What follows belongs to an exercise in optimizing a design on an open flow for small area and a short achievable clock period; a production flow would make more cautious choices.
Function was checked by simulation only, so behaviour that the tests miss may differ from the original.
Power and IR drop assume default switching activity.

==> flow/design.v (excerpt) <==
module dma_fifo #(
  parameter int DATA_WIDTH = 32,
  parameter int DEPTH      = 64
) (
  input  logic                    clk,
  input  logic                    rst,
  input  logic                    flush,
  input  logic                    fifo_wen,
  input  logic [DATA_WIDTH-1:0]   fifo_wdata,
  input  logic                    fifo_rden,
  output logic [DATA_WIDTH-1:0]   fifo_rdata,
  output logic                    fifo_is_empty,
  output logic                    fifo_is_full,
  output logic [$clog2(DEPTH):0]  fifo_count,
  output logic                    ovf,
  output logic                    udf
);
Size in the first run: roughly 6,200 cells after synthesis, about 2,200 flip-flops, about 80 I/O pins, roughly 74,000 µm² of cells after synthesis.
Settings: LEC_CHECK=0, CAP_MARGIN=20, CORE_MARGIN=2, CORE_UTILIZATION=50, CTS_CLUSTER_DIAMETER=100, CTS_CLUSTER_SIZE=25, SETUP_SLACK_MARGIN=1.5, SLEW_MARGIN=20, SYNTH_HIERARCHICAL=1, SYNTH_MINIMUM_KEEP_SIZE=0; clock period 4.0 ns.
run.sh (not shown) runs the stock make flow with config.mk's settings and CLKGATE_MAP_FILE= SYNTH_SCRIPT=/design/flow/synth_recipe.tcl, a recipe that flattens the netlist after the stock synthesis.
Next try:
Settings changed: CAP_MARGIN 20 to 10, SETUP_SLACK_MARGIN 1.5 to 1.75, SLEW_MARGIN 20 to 10.
Area after synthesis is unchanged. Power shrinks by about 0.37%. Die area is unchanged. Cell area grows by about 1.2%. Sequential share of layout area shrinks by 0.54 points. Global-route usage grows by 0.68 points. Final cell count shrinks by 0.68%.

* * *

run 1:
The RTL this note starts from:
==> flow/design.v <==
module dma_fifo_hold (
  input  logic en,
  input  logic en_n,
  input  logic d,
  input  logic q,
  output logic y
);
  assign y = (en & d) | (en_n & q);
endmodule
module dma_fifo_aoi222 (
  input  logic a1, a2, b1, b2, c1, c2,
  output logic y
);
  assign y = ~((a1 & a2) | (b1 & b2) | (c1 & c2));
endmodule
module dma_fifo_nand2 (
  input  logic a, b,
  output logic y
);
  assign y = ~(a & b);
endmodule
module dma_fifo_nor2 (
  input  logic a, b,
  output logic y
);
  assign y = ~(a | b);
endmodule
module dma_fifo_nand3 (
  input  logic a, b, c,
  output logic y
);
  assign y = ~(a & b & c);
endmodule
module dma_fifo_nor3 (
  input  logic a, b, c,
  output logic y
);
  assign y = ~(a | b | c);
endmodule
module dma_fifo #(
  parameter int DATA_WIDTH = 32,
  parameter int DEPTH      = 64
) (
  input  logic                    clk,
  input  logic                    rst,
  input  logic                    flush,
  input  logic                    fifo_wen,
  input  logic [DATA_WIDTH-1:0]   fifo_wdata,
  input  logic                    fifo_rden,
  output logic [DATA_WIDTH-1:0]   fifo_rdata,
  output logic                    fifo_is_empty,
  output logic                    fifo_is_full,
  output logic [$clog2(DEPTH):0]  fifo_count,
  output logic                    ovf,
  output logic                    udf
);
  localparam int NGRP = 21;
  logic [DEPTH-1:0][DATA_WIDTH-1:0] mem_q, mem_d;
  logic [3:0]            wp0_q, wp1_q, wp2_q;
  logic [DEPTH-1:0]      rsel_q;
  logic [6:0]            count_q;
  logic                  empty_q, full_q, ovf_q, udf_q;
  logic [1:0][DATA_WIDTH-1:0] rdh_q;
  logic                  wr_acc, rd_acc, clr, wr_mem;
  logic [DEPTH-1:0]      wen, wen_n, rsel;
  logic [NGRP:0][DATA_WIDTH-1:0] grp_n;    
  logic [10:0][DATA_WIDTH-1:0]   l2;
  logic [4:0][DATA_WIDTH-1:0]    l3_n;
  logic [1:0][DATA_WIDTH-1:0]    l4;
  assign clr    = rst | flush;
  assign wr_acc = fifo_wen  & ~full_q  & ~flush;
  assign rd_acc = fifo_rden & ~empty_q & ~flush;
  assign wr_mem = fifo_wen & ~full_q;
  assign rsel = rsel_q;
  for (genvar i = 0; i < DEPTH; i++) begin : g_sel
    assign wen[i]   = wr_mem & wp0_q[i % 4] & wp1_q[(i / 4) % 4] & wp2_q[i / 16];
    assign wen_n[i] = ~wen[i];
  end
  for (genvar i = 0; i < DEPTH; i++) begin : g_row
    for (genvar j = 0; j < DATA_WIDTH; j++) begin : g_bit
      dma_fifo_hold u_hold (
        .en(wen[i]), .en_n(wen_n[i]), .d(fifo_wdata[j]), .q(mem_q[i][j]), .y(mem_d[i][j])
      );
    end
  end
  always_ff @(posedge clk) mem_q <= mem_d;
  for (genvar j = 0; j < DATA_WIDTH; j++) begin : g_rd
    for (genvar k = 0; k < NGRP; k++) begin : g_grp
      dma_fifo_aoi222 u_aoi (
        .a1(mem_q[3*k][j]),   .a2(rsel[3*k]),
        .b1(mem_q[3*k+1][j]), .b2(rsel[3*k+1]),
        .c1(mem_q[3*k+2][j]), .c2(rsel[3*k+2]),
        .y(grp_n[k][j])
      );
    end
    assign grp_n[NGRP][j] = ~(mem_q[DEPTH-1][j] & rsel[DEPTH-1]);
    for (genvar k = 0; k < 11; k++) begin : g_l2
      dma_fifo_nand2 u_l2 (.a(grp_n[2*k][j]), .b(grp_n[2*k+1][j]), .y(l2[k][j]));
    end
    for (genvar k = 0; k < 4; k++) begin : g_l3
      dma_fifo_nor2 u_l3 (.a(l2[2*k][j]), .b(l2[2*k+1][j]), .y(l3_n[k][j]));
    end
    dma_fifo_nor3 u_l3_last (.a(l2[8][j]), .b(l2[9][j]), .c(l2[10][j]), .y(l3_n[4][j]));
    dma_fifo_nand3 u_l4_0 (.a(l3_n[0][j]), .b(l3_n[1][j]), .c(l3_n[2][j]), .y(l4[0][j]));
    dma_fifo_nand2 u_l4_1 (.a(l3_n[3][j]), .b(l3_n[4][j]), .y(l4[1][j]));
  end
  always_ff @(posedge clk) begin
    if (clr) begin
      wp0_q   <= 4'b0001;
      wp1_q   <= 4'b0001;
      wp2_q   <= 4'b0001;
      rsel_q  <= {{(DEPTH-1){1'b0}}, 1'b1};
      count_q <= '0;
      empty_q <= 1'b1;
      full_q  <= 1'b0;
      ovf_q   <= 1'b0;
      udf_q   <= 1'b0;
    end else begin
      if (wr_acc) begin
        wp0_q <= {wp0_q[2:0], wp0_q[3]};
        if (wp0_q[3]) begin
          wp1_q <= {wp1_q[2:0], wp1_q[3]};
          if (wp1_q[3]) wp2_q <= {wp2_q[2:0], wp2_q[3]};
        end
      end
      if (rd_acc) rsel_q <= {rsel_q[DEPTH-2:0], rsel_q[DEPTH-1]};
      if (wr_acc & ~rd_acc) count_q <= count_q + 1'b1;
      else if (rd_acc & ~wr_acc) count_q <= count_q - 1'b1;
      empty_q <= ~wr_acc & (empty_q | (rd_acc & (count_q == 7'd1)));
      full_q  <= ~rd_acc & (full_q  | (wr_acc & (count_q == 7'd63)));
      ovf_q   <= ovf_q | (fifo_wen  & full_q);
      udf_q   <= udf_q | (fifo_rden & empty_q);
    end
  end
  always_ff @(posedge clk) begin
    if (rst)         rdh_q <= '0;
    else if (rd_acc) rdh_q <= l4;
  end
  assign fifo_rdata    = rdh_q[0] | rdh_q[1];
  assign fifo_is_empty = empty_q;
  assign fifo_is_full  = full_q;
  assign fifo_count    = count_q;
  assign ovf           = ovf_q;
  assign udf           = udf_q;
endmodule
make LEC_CHECK=0 CAP_MARGIN=20 CORE_MARGIN=2 CORE_UTILIZATION=55 CTS_CLUSTER_DIAMETER=100 CTS_CLUSTER_SIZE=25 SETUP_SLACK_MARGIN=1.75 SLEW_MARGIN=20 SYNTH_HIERARCHICAL=1 SYNTH_MINIMUM_KEEP_SIZE=0 finish   # period 4.0 ns
## Diff of input files: run 2 against run 1
Settings: changing CORE_UTILIZATION from 55 to 50; changing SETUP_SLACK_MARGIN from 1.75 to 1.9.
Notes after the runs:
Summary of run 2 over run 1: total wire length after detailed routing grew by 4.4%; combined flip-flop and latch cell area held steady. Looking at via count of the first global-routing pass, run 2 sits above run 1. Total power essentially unchanged between run 1 and run 2.
Here is what was changed in the inputs of run 3 compared with run 2.
Settings: SETUP_SLACK_MARGIN: 1.9 -> 2.0.
==> summary.txt <==
- Run comparison: run 3 worst-path cell with the longest stage delay sky130_fd_sc_hd__dfxtp_2; run 2 worst-path cell with the longest stage delay sky130_fd_sc_hd__dfxtp_4
- Run 2 and run 3 ended up with nearly the same weighted congestion at the end of routability-driven global placement.
- Going from run 2 to run 3, clock-buffer cell count now smaller; non-clock buffer count now sits higher.

port drivers added, routing unchanged:
The results above use ideal ports. As a check the final layouts listed here were re-extracted and re-timed, cells and wires unchanged. Step 1 (the two cells are an assumption about what drives the block):
set clk [get_ports {clk}]
set_driving_cell -lib_cell sky130_fd_sc_hd__clkbuf_16 $clk
set_driving_cell -lib_cell sky130_fd_sc_hd__buf_2 [delete_from_list [all_inputs] $clk]
Step 2 moves the port delays by t, midway between the first and last clock arrival at a register: inputs arrive t later, outputs are due t later. That takes back most of the time a late clock gives input paths. Slacks: ideal / step 1 / step 2; pairs: ideal / step 1.
| run | t (ns) | slack for setup (ns) | hold slack, ns | slew at the worst register clock pin (ns) | worst data-port slew with drivers (ns) |
|---|---|---|---|---|---|
| the first run of note 1 | 0.838 | 1.481 / 1.447 / 0.777 | 0.368 / 0.374 / 0.455 | 0.10 / 0.10 | 0.09 |
| the second run of note 1 | 0.823 | 1.684 / 1.606 / 1.005 | 0.446 / 0.419 / 0.458 | 0.11 / 0.11 | 0.06 |
| run 1 | 0.842 | 1.649 / 1.563 / 0.960 | 0.450 / 0.386 / 0.462 | 0.10 / 0.10 | 0.04 |
| run 2 | 0.834 | 1.632 / 1.540 / 1.111 | 0.462 / 0.438 / 0.462 | 0.11 / 0.11 | 0.04 |
| run 3 | 0.845 | 1.643 / 1.551 / 1.031 | 0.456 / 0.398 / 0.456 | 0.11 / 0.11 | 0.05 |
After both steps setup and hold are still met in every run listed. The setup slack of the first run of note 1, which loses most, moves by -0.034 ns with the drivers and by -0.704 ns with both steps.
